What follows belongs to an exercise in optimizing a design on an open flow for small area, a short achievable clock period and few clock cycles per item; a production flow would make more cautious choices.
Power figures rest on the tool's default switching activity, not on a simulated workload.

==> flow/design.v <==
package grr_pkg;
  localparam int CFG_W = 5;
  localparam logic [CFG_W-1:0] GROUP_SIZE_RESET = 5'd2;
  typedef struct packed {
    logic valid;
    logic bank;
  } bank_rel_t;
  function automatic logic [CFG_W-1:0] eff_group(input logic [CFG_W-1:0] gs,
                                                 input int unsigned max_group);
    if (gs == '0) begin
      eff_group = CFG_W'(1);
    end else if (32'(gs) > max_group) begin
      eff_group = CFG_W'(max_group);
    end else begin
      eff_group = gs;
    end
  endfunction
endpackage
module group_reverse_reorder_unit #(
  parameter int MAX_GROUP  = 16,
  parameter int WORD_WIDTH = 32
) (
  input  logic                                     clk,
  input  logic                                     rst,
  input  logic                                     cfg_we,
  input  logic [grr_pkg::CFG_W-1:0]                cfg_data,
  input  logic                                     s_tvalid,
  output logic                                     s_tready,
  input  logic [((WORD_WIDTH + 7) / 8) * 8 - 1:0]  s_tdata,   
  input  logic                                     s_tlast,
  output logic                                     m_tvalid,
  input  logic                                     m_tready,
  output logic [((WORD_WIDTH + 7) / 8) * 8 - 1:0]  m_tdata,   
  output logic                                     m_tlast
);
  localparam int TDATA_W = ((WORD_WIDTH + 7) / 8) * 8;
  localparam int NS      = (MAX_GROUP > 1) ? MAX_GROUP : 2;
  localparam int AW      = $clog2(NS);
  localparam int KW      = ($clog2(MAX_GROUP + 1) > grr_pkg::CFG_W) ?
                           $clog2(MAX_GROUP + 1) : grr_pkg::CFG_W;
  typedef struct packed {
    logic [AW-1:0] start;
    logic          dir;
    logic [AW-1:0] left;
    logic          fin;
  } desc_t;
  logic [grr_pkg::CFG_W-1:0] group_size;
  logic [WORD_WIDTH-1:0] mem [NS];
  logic [NS-1:0]         occ;        
  logic [AW-1:0]         wp;         
  logic                  wd;         
  logic [AW-1:0]         gstart;     
  logic [AW-1:0]         fill;       
  logic                  fz;         
  logic                  wf;         
  logic                  rdy;
  logic                  ract;
  logic [AW-1:0]         rp;
  logic                  rdir;
  logic [AW-1:0]         rleft;      
  logic                  rl;         
  logic                  rfin;
  logic                  pv0;
  logic                  pv1;
  desc_t                 p0;
  desc_t                 p1;
  logic                  ov;
  logic [WORD_WIDTH-1:0] odata;
  logic                  olast;
  logic                  close;
  logic                  accept;
  logic                  oload;
  logic                  rd_fire;
  logic                  take;
  logic                  bypass;
  logic                  turn;
  logic                  newd_v;
  desc_t                 newd;
  desc_t                 nxt;
  logic [AW-1:0]         wp_step;
  logic [AW-1:0]         wp_back;
  logic [AW-1:0]         fill_n;
  logic [grr_pkg::CFG_W-1:0] gs_n;
  logic                  pv0_n;
  logic                  pv1_n;
  logic                  free_n;
  assign close    = wf || s_tlast;
  assign accept   = s_tvalid && rdy;
  assign oload    = !ov || m_tready;
  assign rd_fire  = oload && ract;
  assign take     = !ract || (rd_fire && rl);
  assign bypass   = accept && (wf || (s_tlast && fz)) && !ract && oload;
  assign turn     = bypass && wf;
  assign wp_step  = wd ? (wp - AW'(1)) : (wp + AW'(1));
  assign wp_back  = wd ? (wp + AW'(1)) : (wp - AW'(1));
  always_comb begin
    newd_v     = accept && close && !(bypass && fz);
    newd.start = gstart;
    newd.dir   = wd;
    newd.left  = fill;
    newd.fin   = s_tlast;
    if (wf) begin
      newd.dir = !wd;
      if (bypass) begin
        newd.start = wp_back;
        newd.left  = fill - AW'(1);
      end else begin
        newd.start = wp;
      end
    end
  end
  assign nxt = pv0 ? p0 : newd;
  always_comb begin
    pv0_n = pv0;
    pv1_n = pv1;
    if (take) begin
      if (pv0) begin
        pv0_n = pv1 || newd_v;
        pv1_n = pv1 && newd_v;
      end
    end else if (newd_v) begin
      if (pv0) begin
        pv1_n = 1'b1;
      end else begin
        pv0_n = 1'b1;
      end
    end
  end
  always_comb begin
    if (accept && !turn) begin
      free_n = !occ[wp_step] || (rd_fire && rp == wp_step);
    end else if (accept) begin
      free_n = 1'b1;
    end else begin
      free_n = !occ[wp] || (rd_fire && rp == wp);
    end
  end
  always_comb begin
    fill_n = fill;
    if (accept) begin
      fill_n = close ? '0 : (fill + AW'(1));
    end
    gs_n = cfg_we ? cfg_data : group_size;
  end
  always_ff @(posedge clk) begin
    if (rst) begin
      group_size <= grr_pkg::GROUP_SIZE_RESET;
    end else if (cfg_we) begin
      group_size <= cfg_data;
    end
  end
  always_ff @(posedge clk) begin
    if (accept) begin
      mem[wp] <= s_tdata[WORD_WIDTH-1:0];
    end
  end
  always_ff @(posedge clk) begin
    if (rst) begin
      occ    <= '0;
      wp     <= '0;
      wd     <= 1'b0;
      gstart <= '0;
      fill   <= '0;
      fz     <= 1'b1;
      wf     <= 1'b0;
      rdy    <= 1'b1;
      ract   <= 1'b0;
      pv0    <= 1'b0;
      pv1    <= 1'b0;
      ov     <= 1'b0;
    end else begin
      for (int i = 0; i < NS; i++) begin
        if (rd_fire && rp == AW'(i)) begin
          occ[i] <= 1'b0;
        end
        if (accept && !bypass && wp == AW'(i)) begin
          occ[i] <= 1'b1;
        end
      end
      if (accept && !turn) begin
        wp <= wp_step;
      end
      if (turn) begin
        wd <= !wd;
      end
      if (accept && close) begin
        gstart <= turn ? wp : wp_step;
      end
      fill <= fill_n;
      fz   <= (fill_n == '0);
      wf   <= (KW'(fill_n) + KW'(1)) >= KW'(grr_pkg::eff_group(gs_n, MAX_GROUP));
      rdy  <= free_n && !pv1_n;
      pv0  <= pv0_n;
      pv1  <= pv1_n;
      if (take) begin
        ract <= pv0 || newd_v;
      end
      if (oload) begin
        ov <= ract || bypass;
      end
    end
  end
  always_ff @(posedge clk) begin
    if (take) begin
      rp    <= nxt.start;
      rdir  <= nxt.dir;
      rleft <= nxt.left;
      rl    <= (nxt.left == '0);
      rfin  <= nxt.fin;
    end else if (rd_fire) begin
      rp    <= rdir ? (rp - AW'(1)) : (rp + AW'(1));
      rleft <= rleft - AW'(1);
      rl    <= (rleft == AW'(1));
    end
    if (take ? pv0 : (newd_v && !pv0)) begin
      p0 <= (take && pv1) ? p1 : newd;
    end
    if (newd_v) begin
      p1 <= newd;
    end
    if (rd_fire) begin
      odata <= mem[rp];
      olast <= rfin && rl;
    end else if (bypass) begin
      odata <= s_tdata[WORD_WIDTH-1:0];
      olast <= s_tlast && fz;
    end
  end
  assign s_tready = rdy;
  assign m_tvalid = ov;
  assign m_tdata  = TDATA_W'(odata);
  assign m_tlast  = olast;
endmodule
make LEC_CHECK=0 CAP_MARGIN=20 CORE_MARGIN=2 CORE_UTILIZATION=40 SETUP_SLACK_MARGIN=2.5 SLEW_MARGIN=20 TNS_END_PERCENT=10 finish   # period 4.5 ns
run.sh (not shown) runs the stock make flow with config.mk's settings and CLKGATE_MAP_FILE= SYNTH_SCRIPT=/design/flow/synth_recipe.tcl, a recipe that flattens the netlist after the stock synthesis.
Rerun with:
--- a/flow/design.v
+++ b/flow/design.v
@@ -54,9 +54,9 @@
   logic                  fz;         
   logic                  wf;         
   logic                  rdy;
   logic                  ract;
-  logic [AW-1:0]         rp;
+  logic [NS-1:0]         rsel;       
   logic                  rdir;
   logic [AW-1:0]         rleft;      
   logic                  rl;         
   logic                  rfin;
@@ -79,12 +79,17 @@
   desc_t                 nxt;
   logic [AW-1:0]         wp_step;
   logic [AW-1:0]         wp_back;
   logic [AW-1:0]         fill_n;
-  logic [grr_pkg::CFG_W-1:0] gs_n;
   logic                  pv0_n;
   logic                  pv1_n;
   logic                  free_n;
+  logic [NS-1:0]         rsel_n;
+  logic [WORD_WIDTH-1:0] rd_word;
+  logic                  k1;         
+  logic                  wf2;        
+  assign k1       = (grr_pkg::eff_group(group_size, MAX_GROUP) == grr_pkg::CFG_W'(1));
+  assign wf2      = (KW'(fill) + KW'(2)) >= KW'(grr_pkg::eff_group(group_size, MAX_GROUP));
   assign close    = wf || s_tlast;
   assign accept   = s_tvalid && rdy;
   assign oload    = !ov || m_tready;
   assign rd_fire  = oload && ract;
@@ -127,21 +132,37 @@
     end
   end
   always_comb begin
     if (accept && !turn) begin
-      free_n = !occ[wp_step] || (rd_fire && rp == wp_step);
+      free_n = !occ[wp_step] || (rd_fire && rsel[wp_step]);
     end else if (accept) begin
       free_n = 1'b1;
     end else begin
-      free_n = !occ[wp] || (rd_fire && rp == wp);
+      free_n = !occ[wp] || (rd_fire && rsel[wp]);
     end
   end
   always_comb begin
     fill_n = fill;
     if (accept) begin
       fill_n = close ? '0 : (fill + AW'(1));
     end
-    gs_n = cfg_we ? cfg_data : group_size;
+  end
+  always_comb begin
+    rsel_n = rsel;
+    if (take) begin
+      rsel_n = '0;
+      if (pv0 || newd_v) begin
+        rsel_n[nxt.start] = 1'b1;
+      end
+    end else if (rd_fire) begin
+      rsel_n = rdir ? {rsel[0], rsel[NS-1:1]} : {rsel[NS-2:0], rsel[NS-1]};
+    end
+  end
+  always_comb begin
+    rd_word = ract ? '0 : s_tdata[WORD_WIDTH-1:0];
+    for (int i = 0; i < NS; i++) begin
+      rd_word = rd_word | ({WORD_WIDTH{rsel[i]}} & mem[i]);
+    end
   end
   always_ff @(posedge clk) begin
     if (rst) begin
       group_size <= grr_pkg::GROUP_SIZE_RESET;
@@ -164,14 +185,15 @@
       fz     <= 1'b1;
       wf     <= 1'b0;
       rdy    <= 1'b1;
       ract   <= 1'b0;
+      rsel   <= '0;
       pv0    <= 1'b0;
       pv1    <= 1'b0;
       ov     <= 1'b0;
     end else begin
       for (int i = 0; i < NS; i++) begin
-        if (rd_fire && rp == AW'(i)) begin
+        if (rd_fire && rsel[i]) begin
           occ[i] <= 1'b0;
         end
         if (accept && !bypass && wp == AW'(i)) begin
           occ[i] <= 1'b1;
@@ -187,29 +209,32 @@
         gstart <= turn ? wp : wp_step;
       end
       fill <= fill_n;
       fz   <= (fill_n == '0);
-      wf   <= (KW'(fill_n) + KW'(1)) >= KW'(grr_pkg::eff_group(gs_n, MAX_GROUP));
+      if (cfg_we) begin
+        wf <= (KW'(fill) + KW'(1)) >= KW'(grr_pkg::eff_group(cfg_data, MAX_GROUP));
+      end else if (accept) begin
+        wf <= close ? k1 : wf2;
+      end
       rdy  <= free_n && !pv1_n;
       pv0  <= pv0_n;
       pv1  <= pv1_n;
       if (take) begin
         ract <= pv0 || newd_v;
       end
+      rsel <= rsel_n;
       if (oload) begin
         ov <= ract || bypass;
       end
     end
   end
   always_ff @(posedge clk) begin
     if (take) begin
-      rp    <= nxt.start;
       rdir  <= nxt.dir;
       rleft <= nxt.left;
       rl    <= (nxt.left == '0);
       rfin  <= nxt.fin;
     end else if (rd_fire) begin
-      rp    <= rdir ? (rp - AW'(1)) : (rp + AW'(1));
       rleft <= rleft - AW'(1);
       rl    <= (rleft == AW'(1));
     end
     if (take ? pv0 : (newd_v && !pv0)) begin
@@ -217,14 +242,11 @@
     end
     if (newd_v) begin
       p1 <= newd;
     end
-    if (rd_fire) begin
-      odata <= mem[rp];
-      olast <= rfin && rl;
-    end else if (bypass) begin
-      odata <= s_tdata[WORD_WIDTH-1:0];
-      olast <= s_tlast && fz;
+    if (oload && (ract || bypass)) begin
+      odata <= rd_word;
+      olast <= ract ? (rfin && rl) : (s_tlast && fz);
     end
   end
   assign s_tready = rdy;
   assign m_tvalid = ov;
Worst setup slack degrades by 0.15 ns.
Critical path depth goes up by 7.
Count of clock-buffer cells in the layout goes down by 1.
Die area goes down by 0.43%.
Final cell count goes up by 12%.
Worst hold slack improves by 0.0092 ns.
Wire length goes up by 24%.
Design area goes down by 2.5%.
Power goes down by 11%.
No run of this note included a check of the RTL's function; only the layout flow was run.

## re-timing with driven ports
No port has a modelled driver above. Below, the same layouts with a new extraction and two added sets of constraints. Step 1 sets driving cells, clkbuf_16 on the clock port and buf_2 on the other inputs (assumed; they add their load-dependent delay and slew). Step 2 also shifts input and output timing later by t, the mid clock arrival at the registers, as if the neighbouring blocks saw the same clock. Three values: ideal ports, drivers, drivers and shift; two values: the first two.
| run | t (ns) | slack for setup (ns) | worst slew at a driven data input, ns |
|---|---|---|---|
| the first run | 0.647 | 2.099 / 2.099 / 1.531 | 0.08 |
| the second run | 0.663 | 1.947 / 1.947 / 1.348 | 0.14 |
After both steps setup and hold are still met in every run listed. For the second run, which loses most, drivers alone change the setup slack by 0.000 ns; drivers and shift together by -0.599 ns.
